Context: an optimization exercise on an open-source flow, tuned for small area and few clock cycles. The choices shown serve that exercise and are no tape-out recipe.
RTL that was checked went through simulation tests only; none was proved equivalent to the original.
The RTL of runs 3 and 4 was laid out without a check of its function.
Power and IR drop assume default switching activity.

--- design/flow/design.v ---
`timescale 1ns/1ps
package axi_read_pkg;
    typedef logic [31:0] axi_addr_t;     
    typedef logic [63:0] axi_data_t;     
    typedef logic [7:0]  axi_len_t;      
    typedef enum logic [2:0] {
        SIZE_1B, SIZE_2B, SIZE_4B, SIZE_8B,
        SIZE_16B, SIZE_32B, SIZE_64B, SIZE_128B
    } axi_size_e;
    typedef enum logic [1:0] {FIXED = 2'd0, INCR = 2'd1, WRAP = 2'd2} axi_burst_e;
    typedef enum logic [2:0] {
        IDLE, LINE_ADDR, LINE_BURST, WAIT_ROOM, FRAME_REQ, FRAME_UPDATE, RESYNC
    } fetch_state_e;
endpackage
`timescale 1ns/1ps
package video_stream_pkg;
    typedef logic [7:0] vid_byte_t;
    typedef struct packed {
        logic        sof;    
        logic [63:0] data;
    } tagged_beat_t;
    typedef logic [$clog2(16 + 1) - 1:0] fifo_level_t;
endpackage
`timescale 1ns/1ps
module uvc_frame_reader (
    input  logic                        axi_clk,
    input  logic                        rst_n,
    input  axi_read_pkg::axi_addr_t     frame_buffer_addr_i,
    output logic                        next_frame_buffer_request_o,
    output axi_read_pkg::axi_addr_t     araddr_o,
    output axi_read_pkg::axi_len_t      arlen_o,
    output axi_read_pkg::axi_size_e     arsize_o,
    output axi_read_pkg::axi_burst_e    arburst_o,
    output logic                        arvalid_o,
    input  logic                        arready_i,
    input  axi_read_pkg::axi_data_t     rdata_i,
    input  logic                        rvalid_i,
    output logic                        rready_o,
    input  logic                        vf_sof_i,
    input  logic                        uvc_ready_i,
    output logic                        vf_valid_o,
    output video_stream_pkg::vid_byte_t vf_byte_o
);
    localparam int BEATS = (16 / 4);    
    logic [63:0] slot_q [0:BEATS-1];
    logic [2:0]  wcnt_q;      
    logic [2:0]  rcnt_q;      
    logic [2:0]  idx_q;       
    logic [1:0]  line_q;      
    logic        arvalid_q;
    logic        req_q;
    logic take, last_byte, mismatch, accept, raise_now, bypass, frame_start;
    assign arlen_o   = axi_read_pkg::axi_len_t'(BEATS - 1);
    assign arsize_o  = axi_read_pkg::SIZE_8B;
    assign arburst_o = axi_read_pkg::INCR;
    assign rready_o  = 1'b1;
    assign araddr_o  = {frame_buffer_addr_i[31:11] +
                        (32 - 11)'(line_q),
                        frame_buffer_addr_i[11-1:0]};
    assign arvalid_o = arvalid_q || raise_now;
    assign next_frame_buffer_request_o = req_q;
    assign bypass     = (rcnt_q == wcnt_q);
    assign vf_valid_o = !rcnt_q[2] && (!bypass || rvalid_i);
    assign vf_byte_o  = bypass ? rdata_i[7:0] : slot_q[rcnt_q[1:0]][idx_q*8 +: 8];
    assign frame_start = (line_q == 2'd1) && (rcnt_q[1:0] == 2'd0) && (idx_q == 3'd0);
    assign take      = vf_valid_o && uvc_ready_i;
    assign last_byte = (idx_q == 3'd7);
    assign mismatch  = take && vf_sof_i && !frame_start;
    assign accept    = arvalid_o && arready_i;
    assign raise_now = wcnt_q[2] &&
                       (rcnt_q[2] || (rcnt_q[1:0] == 2'd3 && last_byte && take));
    always_ff @(posedge axi_clk or negedge rst_n)
    begin
        if (!rst_n)
        begin
            wcnt_q    <= 3'd4;
            rcnt_q    <= 3'd4;
            idx_q     <= '0;
            line_q    <= '0;
            arvalid_q <= 1'b0;
            req_q     <= 1'b0;
        end
        else
        begin
            arvalid_q <= arvalid_o && !arready_i && !mismatch;
            req_q     <= accept && (line_q == 2'd3);
            if (accept)
                wcnt_q <= '0;
            else if (rvalid_i)
                wcnt_q <= wcnt_q + 1'b1;
            if (mismatch)
            begin
                rcnt_q <= 3'd4;
                idx_q  <= '0;
                line_q <= '0;
            end
            else
            begin
                if (accept)
                    rcnt_q <= '0;
                else if (take && last_byte)
                    rcnt_q <= rcnt_q + 1'b1;
                if (take)
                    idx_q <= idx_q + 1'b1;
                if (accept)
                    line_q <= line_q + 1'b1;
            end
        end
    end
    always_ff @(posedge axi_clk)
    begin
        if (rvalid_i)
            slot_q[wcnt_q[1:0]] <= rdata_i;
    end
endmodule
--- design/flow/flow/run.sh ---
#!/bin/bash
# layout flow: the standard flow with the smallest buffer on the ports
export BUFFER_PORTS_ARGS="-buffer_cell sky130_fd_sc_hd__buf_1"
bash standard.sh > standard.log 2>&1
--- design/flow/standard.sh ---
#!/bin/bash
# synth_recipe.tcl (not shown) runs the flow's synth.tcl, then flattens the netlist and writes it again
# the make line also repeats each setting of config.mk as NAME=value (left out here)
make -C /OpenROAD-flow-scripts/flow DESIGN_CONFIG=/design/flow/config.mk WORK_HOME=/design/flow/orfs CLKGATE_MAP_FILE= SYNTH_SCRIPT=/design/flow/synth_recipe.tcl "${@:-finish}"
--- design/flow/config.mk ---
export PLATFORM = sky130hd
export DESIGN_NAME = uvc_frame_reader
export DESIGN_NICKNAME = uvc_frame_reader
export VERILOG_FILES = /design/flow/design.v
export SDC_FILE = /design/flow/constraint.sdc
export NUM_CORES = 4
export LEC_CHECK = 0
export CAP_MARGIN = 20
export CORE_MARGIN = 2
export CORE_UTILIZATION = 40
export SLEW_MARGIN = 20
--- design/flow/constraint.sdc ---
create_clock -name core_clock -period 5.0 [get_ports {axi_clk}]
set_input_delay 1.0000 -clock core_clock [delete_from_list [all_inputs] [get_ports {axi_clk}]]
set_output_delay 1.0000 -clock core_clock [all_outputs]
set_load 0.01 [all_outputs]
==> results of run 1 <==
placed cells by master (no fill, tap or decap), types with 6 or more instances in the layout:
cell type and n:
conb_1 14, xnor2_1 18, nand3_1 10, a221oi_2 6
o31ai_1 6, inv_1 11, a221oi_1 26, buf_4 15
o22ai_1 17, buf_1 122, and3_1 6, xor2_1 6
clkinv_1 7, edfxtp_1 256, nor2_1 10, a22o_1 32
clkbuf_16 29, dfrtp_1 10, ha_1 13, mux2i_1 130
nand2_1 26
flip-flops by register name, indices dropped and copies added (netlist names):
name / flops
line_q: 2
slot_q: 256
arvalid_q: 1
rcnt_q: 3
wcnt_q: 3
idx_q: 3
req_q: 1
power breakdown:
group / switching (uW) / internal (uW) / total (uW)
clock network: 804 / 1160 / 1960
registers: 138 / 2950 / 3090
logic: 970 / 489 / 1460
total: 1910 / 4600 / 6510
cell usage after synthesis, drive strengths merged (3+ instances only):
master,number
inv,11
o21ai,3
buf,50
xor2,8
nand2,26
a22o,32
o22ai,17
nor2,13
nor2b,3
nand3,10
and2,6
clkbuf,9
mux2i,130
dfrtp,11
o31ai,8
and3,6
nor3,4
edfxtp,256
ha,13
xnor2,18
a221oi,32
path summary, 6_finish.rpt:
path | startpoint | endpoint | slack, ns | cells past startpoint
hold reg to reg | wcnt_q[2] | wcnt_q[2] | 0.60 | 2
setup reg to reg | rcnt_q[0] | rcnt_q[0] | 2.80 | 5
setup / recovery | rcnt_q[0] | vf_byte_o[2] | 0.77 | 7
hold / removal | rst_n | req_q | 0.49 | 1
max in group asynchronous | rst_n | rcnt_q[0] | 3.99 | 1
min in group core_clock | wcnt_q[2] | wcnt_q[2] | 0.60 | 2
per-layer routing:
metal	vias up	routed length [um]
met3	25	1200
met4	4	320
met5	-	27
li1	2903	-
met1	3101	10600
met2	154	11800
cell type report:
cell class,count,area share
repair buffers,138,0.0452
multi-input cells,359,0.234
clock inverters,16,0.00987
clock buffers,34,0.0570
flip-flops and latches,269,0.614
inverters,11,0.00316
well taps,384,0.0368
diodes,1,0.000192
logic make-up after synthesis:
family,after synthesis
AO/OA/AOI/OAI,97
XOR/XNOR,26
adder cells (fa/ha/maj),14
buffers and inverters,70
flip-flops,269
multiplexers,130
other,2
AND/OR/NAND/NOR,78
per-stage QoR:
| stage | util | setup slack (ns) | total power, uW | cell area [um2] |
|---|---|---|---|---|
| after floorplan | - | 1.43 | 4080 | 11600 |
| after global placement | 0.427 | 1.14 | 4610 | 12200 |
| after detailed placement | 0.427 | 1.07 | 4620 | 12200 |
| after CTS | 0.457 | 0.728 | 6590 | 13100 |
| after global routing | 0.457 | 0.584 | 6810 | 13100 |
| final | 0.458 | 0.774 | 6510 | 13100 |
==> metrics.csv, run 1 <==
stage;metric;value;unit
power_and_ir_drop;LEAKAGE;0.00408;uW
die;row cnt;62;
worst_setup_path;Setup CP Type;register to output pin;
cells_and_area;share of layout cells above drive strength 1;0.0967;
logic_synthesis;Yosys reg bits;269;
logic_synthesis;number of synthesized flops with an enable pin;256;
logic_synthesis;Synth Area in Adders;0.0159;
worst_setup_path;cell with the largest stage delay on the worst path;dfrtp_4;
drt;Detailed Route WL;24000;um
logic_synthesis;post-synthesis mux area share;0.113;
cells_and_area;nets;923;
timing;final hold slack;0.486;ns
worst_setup_path;critical-path cell list;buf_12 > mux2i_1 > a22o_1 > a221oi_1 > o22ai_1 > o31ai_1 > buf_1;
clock_network;root buffer cell;clkbuf_16;
timing;relative slew slack;0.286;
worst_setup_path;slowest cell delay on critical path;0.77;ns
placement;Post-DP HPWL;14500;um
worst_setup_path;crit path DAT;3.23;ns
worst_hold_path;hold crit path type;primary input to asynchronous set/reset pin;
run_status;status;finished clean;
logic_synthesis;Synthesis Warnings;1;
timing;Period minus WS final;4.23;ns
die;core area;28500;um2
placement;Post-Place Cells;1161;
power_and_ir_drop;Worst VDD drop;0.260;mV
worst_setup_path;Largest delay share family, worst path;compound AO/OA/AOI/OAI gates;
grt;antenna violations before repair;3;
clock_network;H-tree depth;1;
worst_setup_path;Critical Path RT;4.00;ns
drt;routed vias;6187;
clock_network;Post-CTS Hold Buffers;0;
grt;GR Layer Usage met1;0.213;
grt;GR peak layer;met2;
grt;gr usage total;0.156;
timing;Clock Skew;0.0258;ns
worst_setup_path;crit end category;output pin;
logic_synthesis;Distinct cells, synth;47;
logic_synthesis;Synth area leaders;edfxtp_1 67%, mux2i_1 11%, a22o_1 2.4%;
power_and_ir_drop;P per Cell Area;498;nW/um2
logic_synthesis;simple-gate share of the synthesized area;0.0357;
die;Die X;174;um
die;Die Y;174;um
clock_network;clk slew on worst S/H paths;0.06;ns
grt;first-pass GRT wire length;36400;um
timing;Final Max Tran Viols;0;
worst_setup_path;Worst Path Buf+Inv;2;
clock_network;CTS max path bufs;3;
clock_network;Post-CTS Resized;0;
logic_synthesis;main combinational cell family by area after synthesis;multiplexers;
cells_and_area;Layout Cells excl Fill;1212;
timing;Worst-Margin Slew;1.07;ns
die;Boundary Pins;159;
drt;ANT nets after route;0;
cells_and_area;Storage cell area;8020;um2
placement;GPL Wtd Cong;0.760;
grt;met3 Resource Use GR;0.0294;
flow_run;max-cap viol count;0;
grt;total grt overflow;0;
logic_synthesis;Compound-Gate Fraction of Synth Area;0.0733;
timing;Final TNS setup;0;ns
drt;drt wl/cell;19.8;um
timing;fmax;237;MHz
logic_synthesis;post-synth top area share;0.668;
worst_setup_path;critical path peak fanout;29;
grt;number of global-route vias before repair;6156;
timing;final setup violating endpoints;0;
clock_network;TritonCTS buffer count;28;
worst_setup_path;Worst setup SP type;register;
logic_synthesis;XOR/XNOR share of the synthesized area;0.0211;
cells_and_area;area of the multi-input gates;3050;um2
cells_and_area;Layout area overhead;13.4;%
grt;met2 Resource Use GR;0.265;
grt;pin count of the biggest net entering global routing;66;
logic_synthesis;ys async rst share;0.0483;
clock_network;CTS tree;yes;
clock_network;CTS sink cnt;269;
logic_synthesis;post-synth design cell area;11500;um2
die;die area;30200;um2
die;effective utilization at floorplan;0.403;
logic_synthesis;Gate Count Post-Synth;686;
drt;drt first pass iters;4;
clock_network;clk latency of the worst-skew pair;0.54;ns
drt;DRC Markers;0;
drt;Vias/cell;5.10;
timing;RSZ-0062 raised after global routing;no;
placement;IO buf count;122;
clock_network;postcts setup bufs;0;
logic_synthesis;Synth Flop Type;edfxtp_1;
logic_synthesis;sequential area share after synthesis;0.696;
logic_synthesis;leading area contributor after synthesis;edfxtp_1;
timing;Tcrit/Tclk final;0.845;
cells_and_area;filler instances;2514;
logic_synthesis;Avg Cell Area, Syn;16.8;um2
timing;Final Hold Vio Count;0;
drt;DRT iter0 DRCs;421;
Testbench counts, summed over its fixed seeds: cycles 19,354.
==> run 2, diff against run 1 <==
==> design/flow/flow/run.sh (replaced) <==
#!/bin/bash
# layout flow: the standard flow with the smallest buffer on the ports
export BUFFER_PORTS_ARGS="-buffer_cell sky130_fd_sc_hd__buf_1"
export CTS_ARGS="-sink_clustering_enable -repair_clock_nets -dont_use_dummy_load -buf_list sky130_fd_sc_hd__clkbuf_4 -sink_clustering_size 12 -sink_clustering_max_diameter 50"
bash standard.sh > standard.log 2>&1
==> run 2 against run 1 <==
Utilization shrank 2.4 points. First-iteration DRC count shrank 12%. Non-clock buffer count is the same. Register-to-register slack is essentially flat. Cell count shrank 1.9%. Still clean on timing, DRC and antenna. Power shrank 17%. Clock skew grew 0.025 ns. Synthesized area is the same. Critical path depth is the same. Combinational power is essentially flat. Routed wire length shrank 1.4%. Worst setup slack lost 0.12 ns.
==> metrics.csv, run 2 <==
stage;metric;value;unit
die;core area;28500;um2
cells_and_area;Layout area overhead;7.56;%
power_and_ir_drop;P_int;3670;uW
logic_synthesis;ys async rst share;0.0483;
logic_synthesis;top cells by instance count after synthesis;256 x edfxtp_1, 130 x mux2i_1, 33 x buf_4;
cells_and_area;share of layout cells above drive strength 1;0.0847;
grt;number of global-route vias before repair;6080;
logic_synthesis;Gate Count Post-Synth;686;
timing;Worst-Margin Slew;1.06;ns
clock_network;postcts setup bufs;0;
timing;Final Hold Vio Count;0;
flow_run;max-cap viol count;0;
drt;DRT iter0 DRCs;371;
logic_synthesis;Yosys reg bits;269;
clock_network;root buffer cell;clkbuf_4;
clock_network;clk slew on worst S/H paths;0.12;ns
timing;final hold slack;0.360;ns
timing;fmax;230;MHz
die;die area;30200;um2
logic_synthesis;Synth area leaders;edfxtp_1 67%, mux2i_1 11%, a22o_1 2.4%;
logic_synthesis;Distinct cells, synth;47;
power_and_ir_drop;Clock Power Share;0.160;
grt;antenna violations before repair;4;
worst_setup_path;Worst setup SP type;register;
worst_setup_path;crit path DAT;3.34;ns
logic_synthesis;post-synth top area share;0.668;
drt;ANT nets after route;0;
cells_and_area;nets;921;
clock_network;CTS sink cnt;269;
placement;Placed Area;12200;um2
power_and_ir_drop;part of the power in registers;0.571;
power_and_ir_drop;P per Cell Area;436;nW/um2
power_and_ir_drop;net switching power;1720;uW
die;row cnt;62;
cells_and_area;commonest non-fill, non-tap cell in the layout;edfxtp_1;
drt;Detailed Route WL;23600;um
clock_network;Post-CTS Hold Buffers;0;
die;Die Y;174;um
logic_synthesis;sequential area share after synthesis;0.696;
logic_synthesis;number of synthesized flops with an enable pin;256;
drt;routed vias;6118;
drt;Vias/cell;5.15;
die;Boundary Pins;159;
power_and_ir_drop;switch share;0.319;
timing;Tcrit/Tclk final;0.868;
grt;pin count of the biggest net entering global routing;66;
timing;Clock Skew;0.0513;ns
clock_network;clk latency of the worst-skew pair;0.69;ns
logic_synthesis;Synth Flop Type;edfxtp_1;
cells_and_area;commonest cells after routing, fill and taps aside;256 x edfxtp_1, 130 x mux2i_1, 122 x buf_1;
timing;Final TNS setup;0;ns
worst_hold_path;hold crit path type;primary input to asynchronous set/reset pin;
power_and_ir_drop;Comb pwr share;0.269;
drt;DRC Markers;0;
grt;gr usage total;0.155;
die;Die X;174;um
die;effective utilization at floorplan;0.403;
worst_setup_path;critical path peak fanout;29;
timing;relative slew slack;0.291;
placement;Post-DP HPWL;14500;um
logic_synthesis;leading area contributor after synthesis;edfxtp_1;
power_and_ir_drop;LEAKAGE;0.00377;uW
timing;Final Max Tran Viols;0;
clock_network;H-tree depth;1;
power_and_ir_drop;Worst VDD drop;0.186;mV
timing;RSZ-0062 raised after global routing;no;
placement;IO buf count;122;
logic_synthesis;Synthesis Warnings;1;
clock_network;CTS tree;yes;
timing;Period minus WS final;4.34;ns
logic_synthesis;post-synth design cell area;11500;um2
worst_setup_path;Setup CP Type;register to output pin;
worst_setup_path;crit end category;output pin;
drt;drt first pass iters;5;
logic_synthesis;top-count cell post-synth;edfxtp_1;
clock_network;TritonCTS buffer count;26;
cells_and_area;fin area;12400;um2
timing;final setup violating endpoints;0;
grt;first-pass GRT wire length;36100;um
run_status;status;finished clean;
drt;drt wl/cell;19.9;um
clock_network;Post-CTS Resized;0;
placement;GPL Wtd Cong;0.760;
clock_network;CTS max path bufs;3;
worst_setup_path;Critical Path RT;4.00;ns
cells_and_area;Largest register FFs;256;
logic_synthesis;Avg Cell Area, Syn;16.8;um2
grt;total grt overflow;0;
[run 2: cell count changes in the layout (fill, tap and decap cells not counted)]
| cell | delta |
|---|---|
| clkinv_2 | -5 |
| clkbuf_1 | -5 |
| inv_6 | -1 |
| diode_2 | +1 |
| clkinv_1 | -7 |
| clkinv_4 | -1 |
| clkbuf_4 | +26 |
| bufinv_16 | -2 |
| clkbuf_16 | -29 |
[run 2: area by class of cell]
| type | instances | area [um2] |
|---|---|---|
| Sequential cell | 269 | 8020 |
| Fill cell | 2583 | 16200 |
| Tap cell | 384 | 480 |
| Multi-Input combinational cell | 359 | 3050 |
| Timing Repair Buffer | 138 | 591 |
| Antenna cell | 2 | 5.00 |
| Inverter | 11 | 41.3 |
| Clock buffer | 26 | 195 |
[run 2: layer usage]
metal | global-route usage | up-vias | share of wire
met2 | 0.262 | 145 | 0.49
met5 | 0 | - | 0.0012
li1 | - | 2875 | -
met3 | 0.0305 | 22 | 0.053
met4 | 0.0301 | 4 | 0.011
met1 | 0.210 | 3072 | 0.44
[run 2: power by group through the flow]
stage	clock network, uW	registers, uW	logic (uW)
floorplan	0	3110	971
global placement	0	3120	1480
detailed placement	0	3140	1490
CTS	898	3080	1490
global route	983	3120	1590
finish	862	3080	1450
[run 2: worst max-delay path: stages (launching register included)]
cell and delay [ns]:
dfrtp_4 0.80, buf_4 0.47, mux2i_1 0.13, a22o_1 0.28, a221oi_1 0.31, o22ai_1 0.13, o31ai_1 0.35, buf_1 0.20
[run 2: final timing paths]
path,from,end,slack [ns],depth (start not counted)
worst min-delay path,rst_n,rcnt_q[1],0.36,1
max in group asynchronous,rst_n,rcnt_q[0],4.11,1
worst max register to register,rcnt_q[0],rcnt_q[0],2.79,5
worst max-delay path,rcnt_q[0],vf_byte_o[7],0.66,7
min in group core_clock,rdata_i[16],slot_q[0][16],0.55,1
worst min register to register,wcnt_q[2],wcnt_q[2],0.60,2
[run 2: cells by family after synthesis]
kind of cell    synth area share
flops                      0.696
xor+xnor                  0.0211
mux                        0.113
buf+inv                   0.0442
simple gates              0.0358
compound gates            0.0733
fa+ha+maj                 0.0159
other cells             0.000652
[run 2: per-stage QoR]
| stage | instances | utilization | total power (uW) | setup slack (ns) |
|---|---|---|---|---|
| global route | 1188 | 0.434 | 5700 | 0.433 |
| floorplan | 698 | - | 4080 | 1.43 |
| detailed placement | 1161 | 0.427 | 4620 | 1.07 |
| finish | 1189 | 0.434 | 5400 | 0.658 |
| global placement | 1161 | 0.427 | 4610 | 1.14 |
| CTS | 1187 | 0.434 | 5470 | 0.583 |
==> run 3, diff against run 2 <==
--- a/design/flow/design.v
+++ b/design/flow/design.v
@@ -47,8 +47,6 @@
     logic [2:0]  rcnt_q;      
     logic [2:0]  idx_q;       
     logic [1:0]  line_q;      
-    logic        arvalid_q;
-    logic        req_q;
     logic take, last_byte, mismatch, accept, raise_now, bypass, frame_start;
     assign arlen_o   = axi_read_pkg::axi_len_t'(BEATS - 1);
     assign arsize_o  = axi_read_pkg::SIZE_8B;
@@ -57,8 +55,8 @@
     assign araddr_o  = {frame_buffer_addr_i[31:11] +
                         (32 - 11)'(line_q),
                         frame_buffer_addr_i[11-1:0]};
-    assign arvalid_o = arvalid_q || raise_now;
-    assign next_frame_buffer_request_o = req_q;
+    assign arvalid_o = raise_now;
+    assign next_frame_buffer_request_o = (line_q == 2'd0) && (wcnt_q == 3'd0);
     assign bypass     = (rcnt_q == wcnt_q);
     assign vf_valid_o = !rcnt_q[2] && (!bypass || rvalid_i);
     assign vf_byte_o  = bypass ? rdata_i[7:0] : slot_q[rcnt_q[1:0]][idx_q*8 +: 8];
@@ -68,7 +66,8 @@
     assign mismatch  = take && vf_sof_i && !frame_start;
     assign accept    = arvalid_o && arready_i;
     assign raise_now = wcnt_q[2] &&
-                       (rcnt_q[2] || (rcnt_q[1:0] == 2'd3 && last_byte && take));
+                       (rcnt_q[2] ||
+                        (rcnt_q[1:0] == 2'd3 && last_byte && take && !vf_sof_i));
     always_ff @(posedge axi_clk or negedge rst_n)
     begin
         if (!rst_n)
@@ -77,13 +76,9 @@
             rcnt_q    <= 3'd4;
             idx_q     <= '0;
             line_q    <= '0;
-            arvalid_q <= 1'b0;
-            req_q     <= 1'b0;
         end
         else
         begin
-            arvalid_q <= arvalid_o && !arready_i && !mismatch;
-            req_q     <= accept && (line_q == 2'd3);
             if (accept)
                 wcnt_q <= '0;
             else if (rvalid_i)
==> design/flow/flow/run.sh (replaced) <==
#!/bin/bash
# layout flow: the standard flow with the smallest buffer on the ports
export BUFFER_PORTS_ARGS="-buffer_cell sky130_fd_sc_hd__buf_1"
export CTS_ARGS="-sink_clustering_enable -repair_clock_nets -dont_use_dummy_load -buf_list sky130_fd_sc_hd__clkbuf_4 -sink_clustering_size 10 -sink_clustering_max_diameter 40"
bash standard.sh > standard.log 2>&1
==> run 3 against run 2 <==
Critical path type unchanged. Still clean on timing, DRC and antenna. Clock-buffer cell count is 11 higher. Highest routed layer unchanged. Utilization increased by 0.72 points. Hold slack better by 0.024 ns.
==> metrics.csv, run 3 <==
stage;metric;value;unit
flow_run;max-cap viol count;0;
worst_setup_path;critical path depth in cells;7;
logic_synthesis;post-synth top area share;0.675;
cells_and_area;Layout Cells excl Fill;1206;
drt;DRC Markers;0;
power_and_ir_drop;LEAKAGE;0.00375;uW
drt;DRT iter0 DRCs;306;
timing;Clock Skew;0.0462;ns
timing;Final Hold Vio Count;0;
worst_setup_path;Worst R2R Setup Slack;2.02;ns
timing;final hold slack;0.385;ns
clock_network;CTS tree;yes;
logic_synthesis;Gate Count Post-Synth;704;
drt;routed vias;6180;
worst_setup_path;slowest cell delay on critical path;1.03;ns
clock_network;Post-CTS Hold Buffers;0;
clock_network;clk slew on worst S/H paths;0.09;ns
clock_network;Post-CTS Resized;0;
clock_network;clk latency of the worst-skew pair;0.62;ns
clock_network;root buffer cell;clkbuf_4;
worst_setup_path;crit end category;output pin;
grt;gr usage total;0.157;
logic_synthesis;Avg Cell Area, Syn;16.2;um2
cells_and_area;Layout area overhead;8.20;%
logic_synthesis;Distinct cells, synth;44;
placement;pre-CTS setup slack;1.15;ns
timing;Tcrit/Tclk final;0.870;
power_and_ir_drop;P per Cell Area;430;nW/um2
die;Boundary Pins;159;
timing;Final TNS setup;0;ns
timing;fmax;230;MHz
grt;first-pass GRT wire length;36100;um
logic_synthesis;top-count cell post-synth;edfxtp_1;
worst_setup_path;Critical Path RT;4.00;ns
placement;Post-DP HPWL;14200;um
die;core area;27900;um2
worst_setup_path;Worst R2R End;rcnt_q[1];
die;Die Y;173;um
worst_setup_path;crit path DAT;3.35;ns
logic_synthesis;top cells by instance count after synthesis;256 x edfxtp_1, 130 x mux2i_1, 64 x a22oi_1;
timing;Worst-Margin Slew;1.04;ns
drt;Vias/cell;5.12;
worst_setup_path;Setup CP Type;register to output pin;
clock_network;TritonCTS buffer count;37;
grt;antenna violations before repair;3;
timing;final setup violating endpoints;0;
logic_synthesis;sequential area share after synthesis;0.699;
clock_network;CTS max path bufs;3;
timing;relative slew slack;0.304;
clock_network;postcts setup bufs;0;
timing;Period minus WS final;4.35;ns
worst_setup_path;cell with the largest stage delay on the worst path;dfrtp_4;
clock_network;CTS sink cnt;267;
timing;RSZ-0062 raised after global routing;no;
cells_and_area;commonest cells after routing, fill and taps aside;256 x edfxtp_1, 130 x mux2i_1, 122 x buf_1;
worst_setup_path;Worst setup SP type;register;
placement;IO buf count;122;
cells_and_area;commonest non-fill, non-tap cell in the layout;edfxtp_1;
timing;fin worst setup slack;0.648;ns
drt;ANT nets after route;0;
die;row cnt;61;
cells_and_area;nets;942;
drt;drt wl/cell;19.7;um
logic_synthesis;Synth Flop Type;edfxtp_1;
cells_and_area;share of layout cells above drive strength 1;0.0801;
grt;pin count of the biggest net entering global routing;65;
worst_setup_path;critical path peak fanout;51;
die;Die X;173;um
drt;drt first pass iters;4;
die;effective utilization at floorplan;0.408;
power_and_ir_drop;Worst VDD drop;0.240;mV
grt;total grt overflow;0;
worst_setup_path;critical-path cell list;buf_4 > mux2i_1 > a22oi_1 > a21oi_1 > nor4_1 > mux2_2 > buf_1;
worst_setup_path;Worst Reg-to-Reg Cells;5;
die;die area;29800;um2
placement;GPL Wtd Cong;0.775;
logic_synthesis;number of synthesized flops with an enable pin;256;
logic_synthesis;Synth area leaders;edfxtp_1 68%, mux2i_1 11%, a22oi_1 4.2%;
clock_network;H-tree depth;2;
logic_synthesis;Yosys reg bits;267;
grt;number of global-route vias before repair;6104;
worst_setup_path;first element of the critical path;rcnt_q[1];
logic_synthesis;Synthesis Warnings;1;
drt;Detailed Route WL;23800;um
worst_setup_path;Worst Path Buf+Inv;2;
placement;Post-Place Cells;1165;
worst_setup_path;crit path capture;vf_byte_o[1];
worst_setup_path;reg-to-reg startpoint;rcnt_q[1];
logic_synthesis;post-synth design cell area;11400;um2
timing;Final Max Tran Viols;0;
logic_synthesis;ys async rst share;0.0412;
worst_hold_path;hold crit path type;primary input to asynchronous set/reset pin;
worst_setup_path;Largest delay share family, worst path;flip-flops;
logic_synthesis;leading area contributor after synthesis;edfxtp_1;
run_status;status;finished clean;
cells_and_area;Largest register FFs;256;
run 3: changes by cell type after synthesis, sizes merged, moves of 4 or more:
cell,change
a22oi,+64
a21oi,+34
a221oi,-32
a22o,-32
o22ai,-15
mux2,+8
nand2,-8
o31ai,-8
nor4,+7
nor3,-4
o21a,+4
xor2,-4
run 3: metal layers:
| layer | share of wire | up-vias | routed length [um] | GRT usage |
|---|---|---|---|---|
| li1 | - | 2927 | - | - |
| met1 | 0.45 | 3065 | 10700 | 0.216 |
| met2 | 0.48 | 142 | 11300 | 0.258 |
| met3 | 0.052 | 44 | 1250 | 0.0319 |
| met4 | 0.019 | 2 | 447 | 0.0395 |
| met5 | 0.00067 | - | 16 | 0 |
run 3: logic make-up after synthesis:
kind of cell / share of synthesized area
simple gates: 0.0340
other cells: 0.000660
fa+ha+maj: 0.0160
flops: 0.699
compound gates: 0.0656
xor+xnor: 0.0185
mux: 0.122
buf+inv: 0.0436
run 3: worst min-delay path by stage:
stage / start / endpoint / slack, ns / cells after the start
after floorplan: wcnt_q[2] / wcnt_q[2] / 0.49 / 2
after global placement: wcnt_q[2] / wcnt_q[2] / 0.50 / 2
after detailed placement: wcnt_q[2] / wcnt_q[2] / 0.51 / 2
after CTS: rst_n / rcnt_q[0] / 0.34 / 1
after global routing: rst_n / rcnt_q[1] / 0.40 / 1
final: rst_n / rcnt_q[1] / 0.38 / 1
run 3: report_power, final:
part	internal (uW)	total [uW]	leakage (uW)	switching, uW
sequential	2930	3050	0.00249	123
combinational	409	1250	0.00110	839
clock	342	994	0.000170	652
total	3680	5300	0.00375	1610
run 3: cell type report:
cell class	count	area, um2
sequential	267	7970
timing repair buffer	131	551
fill	2556	15600
multi-input combinational	375	2990
tap	378	473
antenna	4	10.0
clock buffer	37	278
inverter	14	52.6
run 3: metrics by stage:
step	util	power, uW	instance area, um2
after CTS	0.441	5380	12300
final	0.441	5300	12300
after global placement	0.431	4370	12000
after floorplan	-	3920	11400
after global routing	0.441	5610	12300
after detailed placement	0.431	4390	12000
==> run 4, diff against run 3 <==
==> design/flow/flow/run.sh (replaced) <==
#!/bin/bash
# layout flow: the standard flow with the smallest buffer on the ports
export BUFFER_PORTS_ARGS="-buffer_cell sky130_fd_sc_hd__buf_1"
export CTS_ARGS="-sink_clustering_enable -repair_clock_nets -dont_use_dummy_load -buf_list sky130_fd_sc_hd__clkbuf_8 -sink_clustering_size 20 -sink_clustering_max_diameter 60"
bash standard.sh > standard.log 2>&1
==> run 4 against run 3 <==
Still clean on timing, DRC and antenna. Sequential power barely moved. Clock-buffer cell count fell by 18. Final area decreased by 0.19%. Die area unchanged. Utilization fell by 0.085 points. Critical path type unchanged. Critical endpoint unchanged. Largest power group unchanged.
==> metrics.csv, run 4 <==
stage;metric;value;unit
die;Die X;173;um
power_and_ir_drop;part of the power in registers;0.580;
cells_and_area;commonest cells after routing, fill and taps aside;256 x edfxtp_1, 130 x mux2i_1, 122 x buf_1;
cells_and_area;share of layout cells above drive strength 1;0.0596;
power_and_ir_drop;Comb pwr share;0.237;
clock_network;CTS max path bufs;3;
logic_synthesis;ys async rst share;0.0412;
worst_setup_path;Critical Path RT;4.00;ns
die;core area;27900;um2
logic_synthesis;post-synth top area share;0.675;
drt;Detailed Route WL;23600;um
timing;relative slew slack;0.292;
cells_and_area;filler instances;2552;
timing;fmax;235;MHz
worst_setup_path;critical path depth in cells;7;
clock_network;TritonCTS buffer count;19;
drt;Met1 Wirelength;10800;um
power_and_ir_drop;Clock Power Share;0.184;
clock_network;postcts setup bufs;0;
drt;DRT iter0 DRCs;286;
clock_network;CTS sink cnt;267;
drt;met2 wire length;11300;um
placement;GPL Wtd Cong;0.775;
drt;DR top layer;met5;
cells_and_area;nets;924;
worst_setup_path;crit end category;output pin;
placement;IO buf count;122;
timing;RSZ-0062 raised after global routing;no;
power_and_ir_drop;total power;5270;uW
clock_network;clk latency of the worst-skew pair;0.53;ns
timing;Clock Skew;0.0307;ns
logic_synthesis;Gate Count Post-Synth;704;
die;effective utilization at floorplan;0.408;
logic_synthesis;top-count cell post-synth;edfxtp_1;
logic_synthesis;Synthesis Warnings;1;
clock_network;CTS tree;yes;
clock_network;clk slew on worst S/H paths;0.10;ns
power_and_ir_drop;switch share;0.301;
worst_setup_path;cell with the largest stage delay on the worst path;dfrtp_4;
drt;met3 routed WL;1120;um
die;Boundary Pins;159;
logic_synthesis;sequential area share after synthesis;0.699;
power_and_ir_drop;P_int;3680;uW
grt;pin count of the biggest net entering global routing;65;
grt;antenna violations before repair;2;
cells_and_area;commonest non-fill, non-tap cell in the layout;edfxtp_1;
timing;Final Hold Vio Count;0;
logic_synthesis;Avg Cell Area, Syn;16.2;um2
logic_synthesis;number of synthesized flops with an enable pin;256;
timing;Final TNS setup;0;ns
power_and_ir_drop;net switching power;1580;uW
clock_network;H-tree depth;1;
logic_synthesis;Synth Flop Type;edfxtp_1;
drt;Vias/cell;5.10;
cells_and_area;Largest register FFs;256;
die;Die Y;173;um
logic_synthesis;Synth area leaders;edfxtp_1 68%, mux2i_1 11%, a22oi_1 4.2%;
worst_setup_path;Worst Path Buf+Inv;2;
worst_hold_path;hold crit path type;primary input to asynchronous set/reset pin;
worst_setup_path;critical path peak fanout;51;
timing;Period minus WS final;4.26;ns
drt;ANT nets after route;0;
grt;first-pass GRT wire length;35900;um
worst_setup_path;crit path DAT;3.26;ns
power_and_ir_drop;LEAKAGE;0.00372;uW
timing;final setup violating endpoints;0;
worst_setup_path;Worst setup SP type;register;
drt;routed vias;6048;
timing;fin worst setup slack;0.742;ns
logic_synthesis;post-synth design cell area;11400;um2
grt;total grt overflow;0;
placement;Post-DP HPWL;14200;um
logic_synthesis;Yosys reg bits;267;
worst_setup_path;Largest delay share family, worst path;flip-flops;
worst_setup_path;slowest cell delay on critical path;1.02;ns
drt;drt first pass iters;4;
clock_network;root buffer cell;clkbuf_8;
die;die area;29800;um2
placement;pre-CTS setup slack;1.15;ns
drt;DRC Markers;0;
worst_setup_path;critical-path cell list;buf_4 > mux2i_1 > a22oi_1 > a21oi_1 > nor4_1 > mux2_2 > buf_1;
cells_and_area;Layout area overhead;7.99;%
grt;number of global-route vias before repair;5982;
clock_network;Post-CTS Hold Buffers;0;
die;row cnt;61;
logic_synthesis;Distinct cells, synth;44;
logic_synthesis;leading area contributor after synthesis;edfxtp_1;
logic_synthesis;top cells by instance count after synthesis;256 x edfxtp_1, 130 x mux2i_1, 64 x a22oi_1;
power_and_ir_drop;Worst VDD drop;0.233;mV
grt;gr usage total;0.155;
power_and_ir_drop;P per Cell Area;428;nW/um2
run_status;status;finished clean;
timing;Tcrit/Tclk final;0.852;
worst_setup_path;Setup CP Type;register to output pin;
worst_setup_path;Worst Reg-to-Reg Cells;5;
flow_run;max-cap viol count;0;
drt;drt wl/cell;19.9;um
timing;Final Max Tran Viols;0;
clock_network;Post-CTS Resized;0;
timing;Worst-Margin Slew;1.06;ns
==> run 4: layout make-up <==
cell class	count	area [um2]	area share
Inverter	14	52.6	0.00427
Sequential cell	267	7970	0.648
Multi-Input combinational cell	375	2990	0.243
Timing Repair Buffer	131	551	0.0448
Tap cell	378	473	0.0385
Clock buffer	19	262	0.0213
Antenna cell	1	2.50	0.000204
==> run 4: kinds of logic after synthesis <==
group	synth area share
simple gates	0.0340
mux	0.122
fa+ha+maj	0.0160
xor+xnor	0.0185
other cells	0.000660
flops	0.699
buf+inv	0.0436
compound gates	0.0656
==> run 4: metrics by stage <==
stage	instance area (um2)	util	instances	hold WS [ns]
floorplan	11400	-	716	0.489
detailed placement	12000	0.431	1165	0.509
CTS	12300	0.440	1184	0.477
finish	12300	0.440	1185	0.479
global route	12300	0.440	1184	0.511
global placement	12000	0.431	1165	0.501
==> run 4: final timing paths <==
path	to	slack [ns]	startpoint
setup / recovery	vf_byte_o[1]	0.74	rcnt_q[1]
hold / removal	idx_q[1]	0.48	rst_n
setup reg to reg	rcnt_q[1]	2.02	rcnt_q[1]
hold reg to reg	wcnt_q[2]	0.52	wcnt_q[2]
max in group asynchronous	rcnt_q[1]	4.01	rst_n
min in group core_clock	wcnt_q[2]	0.52	wcnt_q[2]
==> run 4: power by group through the flow <==
stage	Clock, uW	Sequential (uW)	Combinational (uW)
floorplan	0	3080	841
global placement	0	3100	1270
detailed placement	0	3110	1280
CTS	997	3060	1280
global route	1090	3090	1390
finish	967	3050	1250
==> run 4: metal layers <==
layer,global-route usage,vias up
met5,0,-
met4,0.0282,2
met3,0.0262,30
met2,0.261,112
met1,0.216,3033
li1,-,2871
==> run 5, diff against run 4 <==
--- a/design/flow/design.v
+++ b/design/flow/design.v
@@ -21,6 +21,21 @@
     } tagged_beat_t;
     typedef logic [$clog2(16 + 1) - 1:0] fifo_level_t;
 endpackage
+`timescale 1ns/1ps
+module byte_serializer #(
+    parameter int N = 32                 
+) (
+    input  logic [N-1:0]   sel_i,        
+    input  logic [N*8-1:0] bytes_i,
+    output logic [7:0]     byte_o
+);
+    always_comb
+    begin
+        byte_o = '0;
+        for (int i = 0; i < N; i++)
+            byte_o = byte_o | ({8{sel_i[i]}} & bytes_i[i*8 +: 8]);
+    end
+endmodule
 `timescale 1ns/1ps
 module uvc_frame_reader (
     input  logic                        axi_clk,
@@ -59,7 +74,17 @@
     assign next_frame_buffer_request_o = (line_q == 2'd0) && (wcnt_q == 3'd0);
     assign bypass     = (rcnt_q == wcnt_q);
     assign vf_valid_o = !rcnt_q[2] && (!bypass || rvalid_i);
-    assign vf_byte_o  = bypass ? rdata_i[7:0] : slot_q[rcnt_q[1:0]][idx_q*8 +: 8];
+    logic [31:0] pick_sel;
+    logic [7:0]  held_byte;
+    always_comb
+        for (int i = 0; i < 32; i++)
+            pick_sel[i] = ({rcnt_q[1:0], idx_q} == 5'(i));
+    byte_serializer #(.N(32)) u_pick (
+        .sel_i   (pick_sel),
+        .bytes_i ({slot_q[3], slot_q[2], slot_q[1], slot_q[0]}),
+        .byte_o  (held_byte)
+    );
+    assign vf_byte_o = bypass ? rdata_i[7:0] : held_byte;
     assign frame_start = (line_q == 2'd1) && (rcnt_q[1:0] == 2'd0) && (idx_q == 3'd0);
     assign take      = vf_valid_o && uvc_ready_i;
     assign last_byte = (idx_q == 3'd7);
==> design/flow/flow/run.sh (replaced) <==
#!/bin/bash
# layout flow: the standard flow, with the smallest buffer on the ports and a
# clock tree of fewer, smaller buffers without dummy loads
export BUFFER_PORTS_ARGS="-buffer_cell sky130_fd_sc_hd__buf_1"
export CTS_ARGS="-sink_clustering_enable -repair_clock_nets -dont_use_dummy_load -buf_list sky130_fd_sc_hd__clkbuf_8 -sink_clustering_size 20 -sink_clustering_max_diameter 60"
bash standard.sh > standard.log 2>&1
--- a/design/flow/config.mk
+++ b/design/flow/config.mk
@@ -9,3 +9,5 @@
 export CORE_MARGIN = 2
 export CORE_UTILIZATION = 40
 export SLEW_MARGIN = 20
+export SYNTH_HIERARCHICAL = 1
+export SYNTH_MINIMUM_KEEP_SIZE = 0
==> run 5 against run 4 <==
Die area fell by 4.4%. Utilization rose by 0.43 points. Still clean. Largest power group unchanged. Non-clock buffer count rose by 21. Critical path type unchanged.
==> metrics.csv, run 5 <==
stage;metric;value;unit
cells_and_area;post-layout util;0.444;
die;Die X;169;um
die;Boundary Pins;159;
drt;ANT nets after route;0;
worst_setup_path;Worst R2R Setup Slack;2.65;ns
timing;fmax;241;MHz
timing;Worst-Margin Slew;1.23;ns
worst_setup_path;Setup CP Type;register to output pin;
clock_network;TritonCTS buffer count;20;
placement;GPL Wtd Cong;0.813;
run_status;status;finished clean;
clock_network;Post-CTS Hold Buffers;0;
timing;Tcrit/Tclk final;0.829;
timing;final hold slack;0.490;ns
cells_and_area;share of layout cells above drive strength 1;0.109;
clock_network;clk latency of the worst-skew pair;0.57;ns
clock_network;clk slew on worst S/H paths;0.07;ns
placement;Post-DP HPWL;18700;um
grt;number of global-route vias before repair;6234;
placement;Post-Place Cells;1120;
worst_setup_path;crit end category;output pin;
drt;routed vias;6580;
grt;total grt overflow;0;
timing;relative slew slack;0.180;
grt;first-pass GRT wire length;40800;um
logic_synthesis;top cells by instance count after synthesis;256 x edfxtp_1, 124 x a22oi_1, 42 x nor2_1;
grt;gr usage total;0.196;
die;Die Y;169;um
logic_synthesis;sequential area share after synthesis;0.732;
flow_run;max-cap viol count;0;
clock_network;Post-CTS Resized;0;
clock_network;CTS tree;yes;
cells_and_area;commonest non-fill, non-tap cell in the layout;edfxtp_1;
logic_synthesis;post-synth design cell area;10900;um2
placement;IO buf count;122;
worst_setup_path;crit path DAT;3.15;ns
worst_setup_path;Critical Path RT;4.00;ns
worst_setup_path;crit path capture;vf_byte_o[0];
worst_setup_path;Worst R2R End;slot_q[2][20];
logic_synthesis;Avg Cell Area, Syn;16.0;um2
logic_synthesis;Yosys reg bits;267;
clock_network;postcts setup bufs;0;
worst_setup_path;Worst Reg-to-Reg Cells;4;
cells_and_area;commonest cells after routing, fill and taps aside;256 x edfxtp_1, 124 x a22oi_1, 122 x buf_1;
cells_and_area;Layout Cells excl Fill;1142;
drt;DRC Markers;0;
logic_synthesis;top-count cell post-synth;edfxtp_1;
clock_network;CTS sink cnt;267;
timing;RSZ-0062 raised after global routing;no;
worst_setup_path;critical path peak fanout;8;
logic_synthesis;post-synth top area share;0.707;
die;core area;26800;um2
logic_synthesis;number of synthesized flops with an enable pin;256;
worst_setup_path;first element of the critical path;rcnt_q[0];
clock_network;CTS max path bufs;3;
logic_synthesis;Synthesis Warnings;8;
clock_network;root buffer cell;clkbuf_8;
die;die area;28500;um2
worst_setup_path;Worst setup SP type;register;
drt;DRT iter0 DRCs;823;
logic_synthesis;Synth Flop Type;edfxtp_1;
power_and_ir_drop;LEAKAGE;0.00385;uW
timing;Clock Skew;0.0797;ns
cells_and_area;Largest register FFs;256;
cells_and_area;nets;921;
timing;Final Hold Vio Count;0;
cells_and_area;Layout area overhead;9.54;%
logic_synthesis;ys async rst share;0.0412;
grt;pin count of the biggest net entering global routing;66;
timing;Final TNS setup;0;ns
logic_synthesis;Synth area leaders;edfxtp_1 71%, a22oi_1 8.6%, dfrtp_1 2.1%;
cells_and_area;n_diodes;0;
drt;drt wl/cell;25.0;um
timing;Final Max Tran Viols;0;
logic_synthesis;Gate Count Post-Synth;678;
drt;Vias/cell;5.76;
drt;Detailed Route WL;28600;um
drt;drt first pass iters;5;
grt;antenna violations before repair;0;
power_and_ir_drop;P per Cell Area;443;nW/um2
logic_synthesis;Distinct cells, synth;52;
clock_network;H-tree depth;1;
worst_setup_path;reg-to-reg startpoint;wcnt_q[0];
power_and_ir_drop;total power;5270;uW
worst_hold_path;hold crit path type;primary input to asynchronous set/reset pin;
logic_synthesis;leading area contributor after synthesis;edfxtp_1;
power_and_ir_drop;Worst VDD drop;0.280;mV
die;effective utilization at floorplan;0.406;
timing;Period minus WS final;4.15;ns
timing;final setup violating endpoints;0;
die;row cnt;60;
run 5: cell count changes after synthesis, moves of 9 or more:
cell	previous run	this run
mux2i_1	130	2
xnor2_1	20	11
a21oi_1	35	2
nor2_1	11	42
nand4_1	1	36
a22oi_1	64	124
run 5: power breakdown:
part / internal [uW] / leakage (uW) / switching (uW) / total (uW)
registers: 2930 / 0.00249 / 141 / 3070
logic: 388 / 0.00122 / 818 / 1210
clock network: 361 / 0.000144 / 638 / 998
total: 3680 / 0.00385 / 1600 / 5270
run 5: final cells by class:
type / count / area (um2)
Fill cell: 2397 / 14900
Multi-Input combinational cell: 347 / 2500
Tap cell: 341 / 427
Timing Repair Buffer: 152 / 691
Sequential cell: 267 / 7970
Inverter: 15 / 56.3
Clock buffer: 20 / 275
run 5: critical path: stages, from the launching register on:
cell	delay, ns
dfrtp_1	0.47
inv_1	0.13
nand2_1	0.19
nor2_1	0.98
a22oi_1	0.21
nand4_1	0.18
or4_1	0.15
mux2_2	0.18
buf_1	0.16
run 5: logic make-up (layout without fill, tap and decap cells):
family | count (synthesis) | after routing | share of synthesized area
AOI/OAI and AO/OA | 143 | 143 | 0.101
buffers and inverters | 76 | 187 | 0.0430
muxes | 10 | 10 | 0.0101
adders and majority gates | 16 | 16 | 0.0191
xor gates and xnor gates | 25 | 25 | 0.0222
other | 2 | 14 | 0.000691
and+or+nand+nor | 139 | 139 | 0.0718
DFF | 267 | 267 | 0.732
run 5: worst min path at each step:
| stage | startpoint | end | slack [ns] | cells after the start |
|---|---|---|---|---|
| global route | rst_n | wcnt_q[1] | 0.54 | 1 |
| global placement | idx_q[1] | idx_q[1] | 0.54 | 2 |
| floorplan | idx_q[1] | idx_q[1] | 0.51 | 2 |
| CTS | rst_n | line_q[1] | 0.50 | 1 |
| detailed placement | line_q[1] | line_q[1] | 0.55 | 2 |
| finish | rst_n | line_q[1] | 0.49 | 1 |
run 5: per-layer routing:
metal  routed length, um  vias up  GRT usage
li1                    -     2870          -
met1               12200     3292      0.291
met2               12800      346      0.293
met3                2490       72     0.0318
met4                1060        0     0.0720
met5                   0        -          0
run 5: per-stage QoR:
stage	instance area (um2)	setup WS [ns]
CTS	11900	0.886
detailed placement	11600	1.38
global route	11900	0.707
finish	11900	0.855
global placement	11600	1.37
floorplan	10900	1.64
Testbench counts of run 5, summed over its fixed seeds: cycles 19,354.
==> run 6, diff against run 5 <==
--- a/design/flow/design.v
+++ b/design/flow/design.v
@@ -22,6 +22,15 @@
     typedef logic [$clog2(16 + 1) - 1:0] fifo_level_t;
 endpackage
 `timescale 1ns/1ps
+module byte_pick3 (
+    input  logic [2:0]  sel_i,
+    input  logic [23:0] bytes_i,
+    output logic [7:0]  byte_n_o
+);
+    assign byte_n_o = ~(({8{sel_i[0]}} & bytes_i[7:0]) |
+                        ({8{sel_i[1]}} & bytes_i[15:8]) |
+                        ({8{sel_i[2]}} & bytes_i[23:16]));
+endmodule
 module byte_serializer #(
     parameter int N = 32                 
 ) (
@@ -29,11 +38,25 @@
     input  logic [N*8-1:0] bytes_i,
     output logic [7:0]     byte_o
 );
+    localparam int G = (N + 2) / 3;      
+    logic [3*G-1:0]   sel;
+    logic [3*G*8-1:0] bytes;
+    logic [7:0]       group_n [0:G-1];
+    assign sel   = (3*G)'(sel_i);
+    assign bytes = (3*G*8)'(bytes_i);
+    for (genvar g = 0; g < G; g++)
+    begin : g_group
+        byte_pick3 u_pick3 (
+            .sel_i    (sel[3*g +: 3]),
+            .bytes_i  (bytes[24*g +: 24]),
+            .byte_n_o (group_n[g])
+        );
+    end
     always_comb
     begin
         byte_o = '0;
-        for (int i = 0; i < N; i++)
-            byte_o = byte_o | ({8{sel_i[i]}} & bytes_i[i*8 +: 8]);
+        for (int g = 0; g < G; g++)
+            byte_o = byte_o | ~group_n[g];
     end
 endmodule
 `timescale 1ns/1ps
@@ -74,17 +97,18 @@
     assign next_frame_buffer_request_o = (line_q == 2'd0) && (wcnt_q == 3'd0);
     assign bypass     = (rcnt_q == wcnt_q);
     assign vf_valid_o = !rcnt_q[2] && (!bypass || rvalid_i);
-    logic [31:0] pick_sel;
-    logic [7:0]  held_byte;
+    logic [32:0] pick_sel;
     always_comb
+    begin
         for (int i = 0; i < 32; i++)
-            pick_sel[i] = ({rcnt_q[1:0], idx_q} == 5'(i));
-    byte_serializer #(.N(32)) u_pick (
+            pick_sel[i] = !bypass && ({rcnt_q[1:0], idx_q} == 5'(i));
+        pick_sel[32] = bypass;
+    end
+    byte_serializer #(.N(33)) u_pick (
         .sel_i   (pick_sel),
-        .bytes_i ({slot_q[3], slot_q[2], slot_q[1], slot_q[0]}),
-        .byte_o  (held_byte)
+        .bytes_i ({rdata_i[7:0], slot_q[3], slot_q[2], slot_q[1], slot_q[0]}),
+        .byte_o  (vf_byte_o)
     );
-    assign vf_byte_o = bypass ? rdata_i[7:0] : held_byte;
     assign frame_start = (line_q == 2'd1) && (rcnt_q[1:0] == 2'd0) && (idx_q == 3'd0);
     assign take      = vf_valid_o && uvc_ready_i;
     assign last_byte = (idx_q == 3'd7);
==> run 6 against run 5 <==
Flip-flop and latch count unchanged. Critical endpoint is now vf_byte_o[3]. Power decreased by 2.1%. Synthesized cell count decreased by 8.7%. First-iteration DRC count increased by 47%. Global-route usage increased by 0.66 points. Hold slack got worse by 0.014 ns. Utilization increased by 0.63 points. Synthesized area decreased by 3.0%. Worst setup slack got worse by 0.27 ns. Largest power group unchanged. Die area decreased by 2.9%. Cell count decreased by 4.0%. Largest cell class unchanged.
==> metrics.csv, run 6 <==
stage;metric;value;unit
run_status;status;finished clean;
worst_hold_path;hold crit path type;primary input to asynchronous set/reset pin;
clock_network;Post-CTS Resized;0;
drt;ANT nets after route;0;
die;core area;26000;um2
grt;number of global-route vias before repair;6475;
timing;Final Hold Vio Count;0;
power_and_ir_drop;P per Cell Area;441;nW/um2
placement;IO buf count;122;
flow_run;max-cap viol count;0;
logic_synthesis;ys async rst share;0.0412;
logic_synthesis;post-synthesis mux area share;0.000949;
placement;GPL Wtd Cong;0.886;
clock_network;clk latency of the worst-skew pair;0.54;ns
cells_and_area;Largest register FFs;256;
clock_network;clk slew on worst S/H paths;0.08;ns
cells_and_area;commonest cells after routing, fill and taps aside;256 x edfxtp_1, 122 x buf_1, 88 x a222oi_1;
logic_synthesis;Distinct cells, synth;48;
cells_and_area;nets;880;
drt;routed vias;6531;
timing;fin worst setup slack;0.585;ns
timing;fmax;226;MHz
timing;RSZ-0062 raised after global routing;no;
timing;Period minus WS final;4.42;ns
die;Die X;166;um
worst_setup_path;critical path peak fanout;8;
placement;Post-DP HPWL;19000;um
grt;total grt overflow;0;
worst_setup_path;Worst setup SP type;register;
logic_synthesis;top cells by instance count after synthesis;256 x edfxtp_1, 88 x a222oi_1, 40 x nor2_1;
logic_synthesis;Synthesis Warnings;9;
clock_network;CTS max path bufs;3;
grt;antenna violations before repair;2;
die;effective utilization at floorplan;0.406;
drt;Detailed Route WL;28800;um
logic_synthesis;number of synthesized flops with an enable pin;256;
die;Boundary Pins;159;
timing;Worst-Margin Slew;0.934;ns
logic_synthesis;top-count cell post-synth;edfxtp_1;
logic_synthesis;Gate Count Post-Synth;619;
drt;drt first pass iters;9;
worst_setup_path;reg-to-reg startpoint;wcnt_q[0];
grt;first-pass GRT wire length;41900;um
drt;DRC Markers;0;
logic_synthesis;leading area contributor after synthesis;edfxtp_1;
grt;pin count of the biggest net entering global routing;65;
cells_and_area;commonest non-fill, non-tap cell in the layout;edfxtp_1;
placement;pre-CTS setup slack;1.12;ns
logic_synthesis;sequential area share after synthesis;0.755;
timing;Final Max Tran Viols;0;
clock_network;H-tree depth;1;
timing;final hold slack;0.476;ns
logic_synthesis;post-synth top area share;0.728;
die;die area;27700;um2
clock_network;CTS tree;yes;
grt;gr usage total;0.203;
power_and_ir_drop;LEAKAGE;0.00383;uW
logic_synthesis;Synth Area in Adders;0.0197;
die;Die Y;166;um
logic_synthesis;post-synth design cell area;10600;um2
worst_setup_path;Critical Path RT;4.00;ns
timing;Final TNS setup;0;ns
clock_network;Post-CTS Hold Buffers;0;
power_and_ir_drop;Worst VDD drop;0.294;mV
clock_network;TritonCTS buffer count;19;
logic_synthesis;XOR/XNOR share of the synthesized area;0.0215;
drt;DRT iter0 DRCs;1211;
worst_setup_path;Setup CP Type;register to output pin;
clock_network;postcts setup bufs;0;
logic_synthesis;Avg Cell Area, Syn;17.0;um2
drt;Vias/cell;5.96;
timing;relative slew slack;0.377;
worst_setup_path;crit end category;output pin;
worst_setup_path;first element of the critical path;wcnt_q[2];
clock_network;root buffer cell;clkbuf_8;
timing;Clock Skew;0.0263;ns
logic_synthesis;main combinational cell family by area after synthesis;compound AO/OA/AOI/OAI gates;
logic_synthesis;Synth Flop Type;edfxtp_1;
logic_synthesis;Yosys reg bits;267;
worst_setup_path;crit path DAT;3.42;ns
logic_synthesis;Synth area leaders;edfxtp_1 73%, a222oi_1 8.3%, dfrtp_1 2.1%;
cells_and_area;Layout area overhead;11.0;%
clock_network;CTS sink cnt;267;
cells_and_area;share of layout cells above drive strength 1;0.101;
timing;final setup violating endpoints;0;
timing;Tcrit/Tclk final;0.883;
drt;drt wl/cell;26.3;um
die;row cnt;59;
logic_synthesis;Compound-Gate Fraction of Synth Area;0.0965;
logic_synthesis;simple-gate share of the synthesized area;0.0697;
==> run 6: cell types whose count changed after synthesis, sizes merged, moves of 7 or more <==
cell,previous run,this run
a222oi,0,88
a22oi,128,0
buf,54,26
clkbuf,7,24
mux2,8,0
nand3,6,20
nand4,36,20
or3,0,13
or4,8,1
==> run 6: area by class of cell <==
| class | instances | area [um2] |
|---|---|---|
| antenna | 1 | 2.50 |
| sequential | 267 | 7970 |
| clock buffer | 19 | 262 |
| tap | 335 | 419 |
| timing repair buffer | 160 | 743 |
| inverter | 17 | 63.8 |
| fill | 2292 | 14300 |
| multi-input combinational | 297 | 2260 |
==> run 6: logic make-up after synthesis <==
logic type               Yosys count
AO/OA/AOI/OAI                    105
XOR/XNOR                          25
adder cells (fa/ha/maj)           16
buffers and inverters             67
flip-flops                       267
multiplexers                       1
other                              2
AND/OR/NAND/NOR                  136
==> run 6: critical path, stage by stage, from the launching register on <==
cell and delay, ns:
dfstp_2 0.60, xor2_1 0.42, or3_4 0.30, nand2_4 0.10, nor2_1 0.67, buf_4 0.29
a222oi_1 0.11, nand3_1 0.09, or3_1 0.14, buf_1 0.16
==> run 6: through the flow <==
step / util / instance area, um2 / instances / total power, uW
floorplan: - / 10600 / 631 / 3790
CTS: 0.451 / 11700 / 1095 / 5190
global placement: 0.441 / 11400 / 1076 / 4200
detailed placement: 0.441 / 11400 / 1076 / 4240
finish: 0.451 / 11700 / 1096 / 5160
global route: 0.451 / 11700 / 1095 / 5400
==> run 6: where the power goes <==
| group | internal (uW) | switching [uW] |
|---|---|---|
| sequential | 2930 | 147 |
| clock | 344 | 625 |
| combinational | 337 | 785 |
==> run 6: per-module statistics from Yosys (local to each module, per instance), excerpt <==
module	copies in the design	cells	area, um2
byte_pick3	11	10	90.1
uvc_frame_reader	1	477	9370
==> run 6: path summary, 6_finish.rpt <==
kind | end | slack [ns] | depth (start not counted)
worst min-delay path | line_q[1] | 0.48 | 1
max in group asynchronous | idx_q[2] | 4.10 | 1
worst max register to register | slot_q[2][18] | 2.68 | 4
worst min register to register | idx_q[1] | 0.56 | 2
worst max-delay path | vf_byte_o[3] | 0.58 | 9
min in group core_clock | idx_q[1] | 0.56 | 2
==> run 6: layer usage <==
layer | routed length [um] | global-route usage
met5 | 14 | 0
met4 | 842 | 0.0652
met3 | 3340 | 0.0416
met2 | 13600 | 0.332
met1 | 11100 | 0.275
Testbench counts of run 6, summed over its fixed seeds: cycles 19,354.
==> run 7, diff against run 6 <==
==> design/flow/flow/run.sh (replaced) <==
#!/bin/bash
# layout flow: the standard flow, with the smallest buffer on the ports and a
# clock tree of fewer, smaller buffers without dummy loads
export BUFFER_PORTS_ARGS="-buffer_cell sky130_fd_sc_hd__buf_1"
export CTS_ARGS="-sink_clustering_enable -repair_clock_nets -dont_use_dummy_load -buf_list sky130_fd_sc_hd__clkbuf_8 -sink_clustering_size 16 -sink_clustering_max_diameter 50"
bash standard.sh > standard.log 2>&1
--- a/design/flow/config.mk
+++ b/design/flow/config.mk
@@ -7,7 +7,8 @@
 export LEC_CHECK = 0
 export CAP_MARGIN = 20
 export CORE_MARGIN = 2
-export CORE_UTILIZATION = 40
+export CORE_UTILIZATION = 60
+export GPL_TIMING_DRIVEN = 0
 export SLEW_MARGIN = 20
 export SYNTH_HIERARCHICAL = 1
 export SYNTH_MINIMUM_KEEP_SIZE = 0
==> run 7 against run 6 <==
Combinational power is 5% higher. Still clean on timing, DRC and antenna. Routed wire length is 5.9% lower. Largest power group unchanged. Clock power is about 10% higher. Clock skew is 0.0027 ns higher. Maximum frequency is 7.0% lower.
==> metrics.csv, run 7 <==
stage;metric;value;unit
die;effective utilization at floorplan;0.612;
power_and_ir_drop;net switching power;1580;uW
power_and_ir_drop;P_int;3720;uW
drt;DRT iter0 DRCs;1045;
grt;pin count of the biggest net entering global routing;56;
clock_network;TritonCTS buffer count;24;
power_and_ir_drop;LEAKAGE;0.00396;uW
logic_synthesis;post-synth design cell area;10600;um2
grt;gr usage total;0.290;
grt;number of global-route vias before repair;6682;
drt;routed vias;6675;
die;core area;17200;um2
worst_setup_path;Critical Path RT;4.00;ns
drt;ANT nets after route;0;
clock_network;Post-CTS Resized;0;
flow_run;max-cap viol count;0;
clock_network;CTS tree;yes;
logic_synthesis;Synthesis Warnings;9;
placement;Post-DP HPWL;17400;um
logic_synthesis;leading area contributor after synthesis;edfxtp_1;
timing;RSZ-0062 raised after global routing;no;
worst_setup_path;critical path peak fanout;8;
logic_synthesis;Synth Flop Type;edfxtp_1;
worst_setup_path;crit path DAT;3.75;ns
timing;Worst-Margin Slew;1.17;ns
placement;IO buf count;132;
die;Die Y;137;um
worst_setup_path;reg-to-reg startpoint;idx_q[0];
power_and_ir_drop;Clock Power Share;0.202;
timing;final setup violating endpoints;0;
worst_setup_path;Worst R2R Setup Slack;3.19;ns
worst_setup_path;crit end category;output pin;
worst_setup_path;crit path capture;vf_byte_o[5];
clock_network;CTS max path bufs;3;
placement;GPL Wtd Cong;0.897;
clock_network;H-tree depth;1;
drt;Detailed Route WL;27100;um
drt;drt first pass iters;9;
timing;relative slew slack;0.220;
cells_and_area;Largest register FFs;256;
logic_synthesis;Gate Count Post-Synth;619;
logic_synthesis;Synth area leaders;edfxtp_1 73%, a222oi_1 8.3%, dfrtp_1 2.1%;
logic_synthesis;top cells by instance count after synthesis;256 x edfxtp_1, 88 x a222oi_1, 40 x nor2_1;
timing;Tcrit/Tclk final;0.950;
grt;first-pass GRT wire length;38900;um
worst_setup_path;first element of the critical path;wcnt_q[2];
timing;Final Max Tran Viols;0;
logic_synthesis;sequential area share after synthesis;0.755;
worst_setup_path;Setup CP Type;register to output pin;
worst_setup_path;Worst Reg-to-Reg Cells;6;
cells_and_area;share of layout cells above drive strength 1;0.127;
clock_network;clk latency of the worst-skew pair;0.54;ns
cells_and_area;commonest non-fill, non-tap cell in the layout;edfxtp_1;
power_and_ir_drop;switch share;0.298;
run_status;status;finished clean;
die;row cnt;48;
clock_network;Post-CTS Hold Buffers;0;
worst_setup_path;Worst R2R End;line_q[0];
drt;Vias/cell;6.56;
logic_synthesis;number of synthesized flops with an enable pin;256;
grt;total grt overflow;0;
placement;Post-Place Cells;994;
cells_and_area;post-layout util;0.687;
clock_network;postcts setup bufs;0;
logic_synthesis;ys async rst share;0.0412;
cells_and_area;Layout area overhead;12.1;%
clock_network;CTS sink cnt;267;
logic_synthesis;Distinct cells, synth;48;
timing;fmax;211;MHz
logic_synthesis;Yosys reg bits;267;
clock_network;clk slew on worst S/H paths;0.08;ns
power_and_ir_drop;Worst VDD drop;0.302;mV
cells_and_area;commonest cells after routing, fill and taps aside;256 x edfxtp_1, 132 x buf_1, 88 x a222oi_1;
power_and_ir_drop;Comb pwr share;0.222;
drt;drt wl/cell;26.7;um
logic_synthesis;post-synth top area share;0.728;
cells_and_area;nets;913;
worst_setup_path;Worst setup SP type;register;
timing;final hold slack;0.452;ns
die;Die X;137;um
timing;Final Hold Vio Count;0;
grt;antenna violations before repair;0;
die;die area;18700;um2
logic_synthesis;Avg Cell Area, Syn;17.0;um2
power_and_ir_drop;P per Cell Area;448;nW/um2
cells_and_area;n_diodes;0;
clock_network;root buffer cell;clkbuf_8;
power_and_ir_drop;total power;5300;uW
drt;DRC Markers;0;
power_and_ir_drop;part of the power in registers;0.576;
timing;Period minus WS final;4.75;ns
worst_hold_path;hold crit path type;primary input to asynchronous set/reset pin;
cells_and_area;Layout Cells excl Fill;1018;
timing;Final TNS setup;0;ns
timing;Clock Skew;0.0290;ns
logic_synthesis;top-count cell post-synth;edfxtp_1;
die;Boundary Pins;159;
## run 7: cell counts after synthesis
No cell type changed its count.
## run 7: metal layers
layer	track usage	vias up	share of wire
met5	0	-	0
met3	0.0611	94	0.11
met1	0.364	3260	0.36
li1	-	2877	-
met4	0.128	0	0.045
met2	0.489	444	0.49
## run 7: how the worst min path moves through the flow
| stage | startpoint | endpoint | slack [ns] | depth (start not counted) |
|---|---|---|---|---|
| after CTS | rst_n | rcnt_q[0] | 0.45 | 1 |
| after global placement | idx_q[1] | idx_q[1] | 0.52 | 2 |
| after global routing | rst_n | idx_q[2] | 0.50 | 1 |
| after detailed placement | idx_q[0] | idx_q[0] | 0.55 | 1 |
| final | rst_n | rcnt_q[0] | 0.45 | 1 |
| after floorplan | idx_q[0] | idx_q[0] | 0.50 | 1 |
## run 7: area by class of cell
cell class	count	area, um2
inverters	17	63.8
repair buffers	138	609
well taps	225	282
clock buffers	24	330
fillers	1207	5400
flip-flops and latches	267	7970
plain buffers	50	318
multi-input cells	297	2270
## run 7: power groups by stage
| stage | combinational (uW) | clock (uW) | sequential [uW] |
|---|---|---|---|
| 2_1_floorplan | 710 | 0 | 3080 |
| 6_report | 1180 | 1070 | 3050 |
| 3_3_place_gp | 1080 | 0 | 3130 |
| 3_5_place_dp | 1180 | 0 | 3100 |
| 4_1_cts | 1180 | 1080 | 3050 |
| 5_1_grt | 1290 | 1160 | 3080 |
## run 7: modules after synthesis (local to each module, per instance), a selection
| module | flops+latches | cells | area (um2) |
|---|---|---|---|
| byte_pick3 | 0 | 10 | 90.1 |
| uvc_frame_reader | 267 | 477 | 9370 |
## run 7: cell families (layout without fill, tap and decap cells)
kind of cell,count (synthesis),count (layout),share of synthesized area
simple gates,136,136,0.0697
other cells,2,14,0.000712
xor+xnor,25,25,0.0215
compound gates,105,105,0.0965
mux,1,1,0.000949
flops,267,267,0.755
fa+ha+maj,16,16,0.0197
buf+inv,67,229,0.0362
## run 7: stage by stage
stage	setup WS (ns)	cell area, um2
after global placement	0.809	11400
after CTS	0.308	11800
final	0.251	11800
after global routing	0.0756	11800
after detailed placement	0.877	11500
after floorplan	1.51	10600
## run 7: worst max-delay path, cell delays in order (launching register included)
cell and delay (ns):
dfstp_2 0.51, clkbuf_2 0.17, xor2_1 0.42, or3_4 0.30, nand2_4 0.11, nor2_1 0.88
a222oi_1 0.37, nand3_1 0.17, or3_1 0.14, buf_1 0.16

## separate check: timing with driven ports
The results above use ideal ports. As a check the final layouts listed here were re-extracted and re-timed, cells and wires unchanged.
Step 1 (the two cells are an assumption about what drives the block):
set clk [get_ports {axi_clk}]
set_driving_cell -lib_cell sky130_fd_sc_hd__clkbuf_16 $clk
set_driving_cell -lib_cell sky130_fd_sc_hd__buf_2 [delete_from_list [all_inputs] $clk]
Step 2, shift: input delay + t, output delay - t, t = (earliest + latest rising clock arrival at the registers) / 2. This alone moves slack from input paths to output paths.
Slacks: no drivers / after step 1 / after step 2; pairs: no drivers / after step 1.
| run | t (ns) | setup slack, ns | worst hold slack (ns) |
|---|---|---|---|
| run 1 | 0.571 | 0.774 / 0.728 / 1.060 | 0.486 / 0.464 / 0.598 |
| run 2 | 0.701 | 0.658 / 0.616 / 1.060 | 0.360 / 0.341 / 0.605 |
| run 3 | 0.637 | 0.648 / 0.609 / 1.125 | 0.385 / 0.381 / 0.514 |
| run 4 | 0.559 | 0.742 / 0.701 / 1.125 | 0.479 / 0.474 / 0.519 |
| run 5 | 0.566 | 0.855 / 0.815 / 1.374 | 0.490 / 0.478 / 0.560 |
| run 6 | 0.554 | 0.585 / 0.544 / 1.098 | 0.476 / 0.470 / 0.558 |
| run 7 | 0.560 | 0.251 / 0.216 / 0.776 | 0.452 / 0.441 / 0.558 |
After both steps setup and hold are still met in every run listed.
